Background: an optimization exercise with open tools, aiming at small area. Do not read the settings as production practice. In this exercise RTL edits were held to simulation tests only and were not proved equivalent to the original.

== alpha ==
==> module ep_user_app, before the edit <==
module ep_user_app (
  input  wire logic                  trn_clk_c,
  input  wire logic                  rst_n,
  input  wire logic                  link_up_n,
  input  wire logic                  req,
  input  wire logic [48:0]           reg_req,    
  output logic                       ack,
  output logic [31:0]                rd_data,
  output logic                       tx_valid,
  output logic [63:0]                tx_data,
  input  wire logic                  tx_ready
);
  logic        clr;
  logic [15:0] addr;
  logic        wren;
  logic [31:0] wr_data;
  assign clr     = !rst_n || link_up_n;
  assign addr    = reg_req[48:33];
  assign wren    = reg_req[32];
  assign wr_data = reg_req[31:0];
  logic [1:0] st;
  logic       cmd_valid;
  always_ff @(posedge trn_clk_c) begin
    if (clr) begin
      st <= 2'b00;
    end else begin
      st[0] <= !st[1] && (st[0] || req);
      st[1] <= st[0] || (st[1] && req);
    end
  end
  assign cmd_valid = st[0] && !st[1];
  assign ack       = st[1] && !st[0];
  logic        ctrl_en;
  logic [31:0] scratch;
  logic        hit_ctrl, hit_scr, hit_lo, hit_hi, hit_id;
  logic        sel_scr, sel_id, rd_one;    
  assign hit_ctrl = (addr == 16'h0000);
  assign hit_scr  = (addr == 16'h0001);
  assign hit_lo   = (addr == 16'h0002);
  assign hit_hi   = (addr == 16'h0003);
  assign hit_id   = (addr == 16'h0220);
  logic [31:0] wd;
  assign wd = clr ? 32'b0 : wr_data;
  logic [31:0] scratch_n;
  always_ff @(posedge trn_clk_c) begin
    if (clr || (cmd_valid && wren && hit_ctrl)) ctrl_en <= wd[0];
    if (clr || (cmd_valid && wren && hit_scr))  scratch_n <= ~wd;
  end
  assign scratch = ~scratch_n;
  always_ff @(posedge trn_clk_c) begin
    if (cmd_valid) begin
      sel_scr <= !wren && hit_scr;
      sel_id  <= !wren && hit_id;
      rd_one  <= !wren && hit_ctrl && ctrl_en;
    end
  end
  assign rd_data = ({32{sel_scr}} & scratch)
                 | ({32{sel_id}} & 32'h8888_7777)
                 | {31'b0, rd_one};
  logic [63:0] head;
  logic [3:0]  level;
  logic        push;
  logic [1:0]  pat_load;
  logic        go, pop;
  logic [3:0]  addend;
  logic [63:0] sum;
  assign pat_load[0] = cmd_valid && wren && hit_lo;
  assign pat_load[1] = cmd_valid && wren && hit_hi;
  assign tx_valid = (level != 4'd0);
  assign pop      = tx_valid && tx_ready;
  assign go       = ctrl_en && !(level >= 4'(16 - 2));
  assign addend = (pat_load != 2'b00) ? (level + {3'b0, push}) : {3'b0, pop};
  logic [4:0]  lo_sum;
  logic [14:0] grp_ones;                  
  logic [15:0] below_ones;                
  logic [59:0] run_ones;                  
  assign lo_sum = {1'b0, head[3:0]} + {1'b0, addend};
  always_comb begin
    below_ones[0] = 1'b1;
    for (int k = 0; k < 15; k++) begin
      grp_ones[k]       = &head[4*k+4 +: 4];
      below_ones[k + 1] = below_ones[k] & grp_ones[k];
    end
    for (int k = 0; k < 15; k++) begin
      run_ones[4*k]     = below_ones[k];
      run_ones[4*k + 1] = below_ones[k] & head[4*k+4];
      run_ones[4*k + 2] = below_ones[k] & (&head[4*k+4 +: 2]);
      run_ones[4*k + 3] = below_ones[k] & (&head[4*k+4 +: 3]);
    end
  end
  assign sum = {head[63:4] ^ ({60{lo_sum[4]}} & run_ones), lo_sum[3:0]};
  always_ff @(posedge trn_clk_c) begin
    head[31:0]  <= (clr || pat_load[0]) ? wd : sum[31:0];
    head[63:32] <= (clr || pat_load[1]) ? wd : sum[63:32];
    if (clr) begin
      level <= '0;
      push  <= 1'b0;
    end else begin
      if (pat_load != 2'b00) begin
        level <= '0;
        push  <= 1'b0;
      end else begin
        level <= level + {3'b0, push} - {3'b0, pop};
        push  <= go;
      end
    end
  end
  assign tx_data = head;
endmodule
export LEC_CHECK = 0
export CAP_MARGIN = 10
export CORE_MARGIN = 2
export CORE_UTILIZATION = 65
export CTS_BUF_LIST = sky130_fd_sc_hd__clkbuf_4 sky130_fd_sc_hd__clkbuf_8
export SLEW_MARGIN = 10
create_clock -name core_clock -period 5.0 [get_ports {trn_clk_c}]
standard.sh (not shown) runs the stock make flow with config.mk's settings and CLKGATE_MAP_FILE= SYNTH_SCRIPT=/design/flow/synth_recipe.tcl, a recipe that flattens the netlist after the stock synthesis.
==> flow/flow/run.sh <==
#!/bin/bash
# ORFS layout through the standard.sh, with these changes:
#  - synthesis: no Kogge-Stone carry map, no full/half-adder cell map, and an
#    area-leaning ABC script (flow/abc_area.script); registers are unchanged
#  - port buffers use the smallest buffer cell
#  - clock tree synthesis without dummy loads
set -euo pipefail
W=$(pwd)
export MY_ABC_SCRIPT=$W/flow/abc_area.script
export BUFFER_PORTS_ARGS="-buffer_cell sky130_fd_sc_hd__buf_1"
bash standard.sh \
  "SYNTH_SCRIPT=$W/flow/synth.tcl" \
  "SYNTH_OPERATIONS_ARGS=-nofsm" \
  "ADDER_MAP_FILE=" \
  "BUFFER_PORTS_ARGS=$BUFFER_PORTS_ARGS" \
  "CTS_ARGS=-sink_clustering_enable -repair_clock_nets -dont_use_dummy_load -buf_list {sky130_fd_sc_hd__clkbuf_4 sky130_fd_sc_hd__clkbuf_8}" \
  finish > standard_flow.log 2>&1
==> flow/flow/abc_area.script <==
strash
&get -n
&st
&syn3
&dch -f
&nf -a -R 2000 -E 1000
&put
topo
==> flow/flow/synth.tcl <==
proc synth {args} { yosys synth -nofsm -noshare {*}$args }
proc abc {args} {
  set i [lsearch -exact $args -script]
  if {$i >= 0 && [info exists ::env(MY_ABC_SCRIPT)] && $::env(MY_ABC_SCRIPT) ne ""} {
    set args [lreplace $args [expr {$i + 1}] [expr {$i + 1}] $::env(MY_ABC_SCRIPT)]
  }
  yosys abc {*}$args
}
source $::env(SCRIPTS_DIR)/synth.tcl
# left out here: clear keep_hierarchy, flatten, clean up, hide names made inside functions, write 1_2_yosys.v
Here is what was changed in the inputs of beta compared with alpha.
--- a/flow/design.v
+++ b/flow/design.v
@@ -50,11 +50,12 @@
   assign cmd_valid = st[0] && !st[1];
   assign ack       = st[1] && !st[0];
   logic        ctrl_en;
   logic [31:0] scratch;
   logic        hit_ctrl, hit_scr, hit_lo, hit_hi, hit_id;
-  logic        sel_scr, sel_id, rd_one;    
+  logic [1:0]  rsel;
+  logic        sel_scr, sel_id;
   assign hit_ctrl = (addr == 16'h0000);
   assign hit_scr  = (addr == 16'h0001);
   assign hit_lo   = (addr == 16'h0002);
   assign hit_hi   = (addr == 16'h0003);
   assign hit_id   = (addr == 16'h0220);
@@ -66,31 +67,32 @@
     if (clr || (cmd_valid && wren && hit_scr))  scratch_n <= ~wd;
   end
   assign scratch = ~scratch_n;
   always_ff @(posedge trn_clk_c) begin
     if (cmd_valid) begin
-      sel_scr <= !wren && hit_scr;
-      sel_id  <= !wren && hit_id;
-      rd_one  <= !wren && hit_ctrl && ctrl_en;
+      rsel[1] <= !wren && (hit_scr || hit_id);
+      rsel[0] <= !wren && (hit_id || (hit_ctrl && ctrl_en));
     end
   end
+  assign sel_scr = rsel[1] && !rsel[0];
+  assign sel_id  = rsel[1] && rsel[0];
   assign rd_data = ({32{sel_scr}} & scratch)
                  | ({32{sel_id}} & 32'h8888_7777)
-                 | {31'b0, rd_one};
+                 | {31'b0, rsel[0]};
   logic [63:0] head;
-  logic [3:0]  level;
+  logic [3:0]  ahead;
   logic        push;
   logic [1:0]  pat_load;
   logic        go, pop;
   logic [3:0]  addend;
   logic [63:0] sum;
   assign pat_load[0] = cmd_valid && wren && hit_lo;
   assign pat_load[1] = cmd_valid && wren && hit_hi;
-  assign tx_valid = (level != 4'd0);
+  assign tx_valid = (ahead != 4'd0) && !(ahead == 4'd1 && push);
   assign pop      = tx_valid && tx_ready;
-  assign go       = ctrl_en && !(level >= 4'(16 - 2));
-  assign addend = (pat_load != 2'b00) ? (level + {3'b0, push}) : {3'b0, pop};
+  assign go       = ctrl_en && !((ahead == 4'd15) || (ahead == 4'd14 && !push));
+  assign addend = (pat_load != 2'b00) ? ahead : {3'b0, pop};
   logic [4:0]  lo_sum;
   logic [14:0] grp_ones;                  
   logic [15:0] below_ones;                
   logic [59:0] run_ones;                  
   assign lo_sum = {1'b0, head[3:0]} + {1'b0, addend};
@@ -110,18 +112,18 @@
   assign sum = {head[63:4] ^ ({60{lo_sum[4]}} & run_ones), lo_sum[3:0]};
   always_ff @(posedge trn_clk_c) begin
     head[31:0]  <= (clr || pat_load[0]) ? wd : sum[31:0];
     head[63:32] <= (clr || pat_load[1]) ? wd : sum[63:32];
     if (clr) begin
-      level <= '0;
+      ahead <= '0;
       push  <= 1'b0;
     end else begin
       if (pat_load != 2'b00) begin
-        level <= '0;
+        ahead <= '0;
         push  <= 1'b0;
       end else begin
-        level <= level + {3'b0, push} - {3'b0, pop};
+        ahead <= ahead + {3'b0, go} - {3'b0, pop};
         push  <= go;
       end
     end
   end
   assign tx_data = head;
## What came out
beta: all stages complete, timing, DRC and antenna checks passed
[compare] base=alpha new=beta: achievable frequency went up, share of cell area taken by multi-input logic gates dropped 0.28 points, overall die height dropped 0.43 um, wire length climbed 2.7%.
Compared to alpha, beta has slack of the critical path 0.025 ns higher.
Library cell contributing the largest single delay on the critical path = sky130_fd_sc_hd__nor4_1: alpha; library cell contributing the largest single delay on the critical path = sky130_fd_sc_hd__nor4_2: beta

==> port drivers added, routing unchanged <==
The results above use ideal ports. As a check the final layouts listed here were re-extracted and re-timed, cells and wires unchanged. Step 1 (the two cells are an assumption about what drives the block):
set clk [get_ports {trn_clk_c}]
set_driving_cell -lib_cell sky130_fd_sc_hd__clkbuf_16 $clk
set_driving_cell -lib_cell sky130_fd_sc_hd__buf_2 [delete_from_list [all_inputs] $clk]
Step 2 also shifts input and output timing later by t, the mid clock arrival at the registers, as if the neighbouring blocks saw the same clock. Slacks: ideal ports / drivers / drivers and shift; pairs: ideal ports / drivers.
| run | t (ns) | setup WS [ns] | worst register clock-pin slew, ns | cell pins on the clock port's net |
|---|---|---|---|---|
| alpha | 0.376 | 0.409 / 0.414 / 0.038 | 0.11 / 0.11 | 1 |
| beta | 0.385 | 0.434 / 0.444 / 0.060 | 0.10 / 0.10 | 1 |
After both steps setup and hold are still met in every run listed. For beta, which loses most, drivers alone change the setup slack by +0.010 ns; drivers and shift together by -0.374 ns.
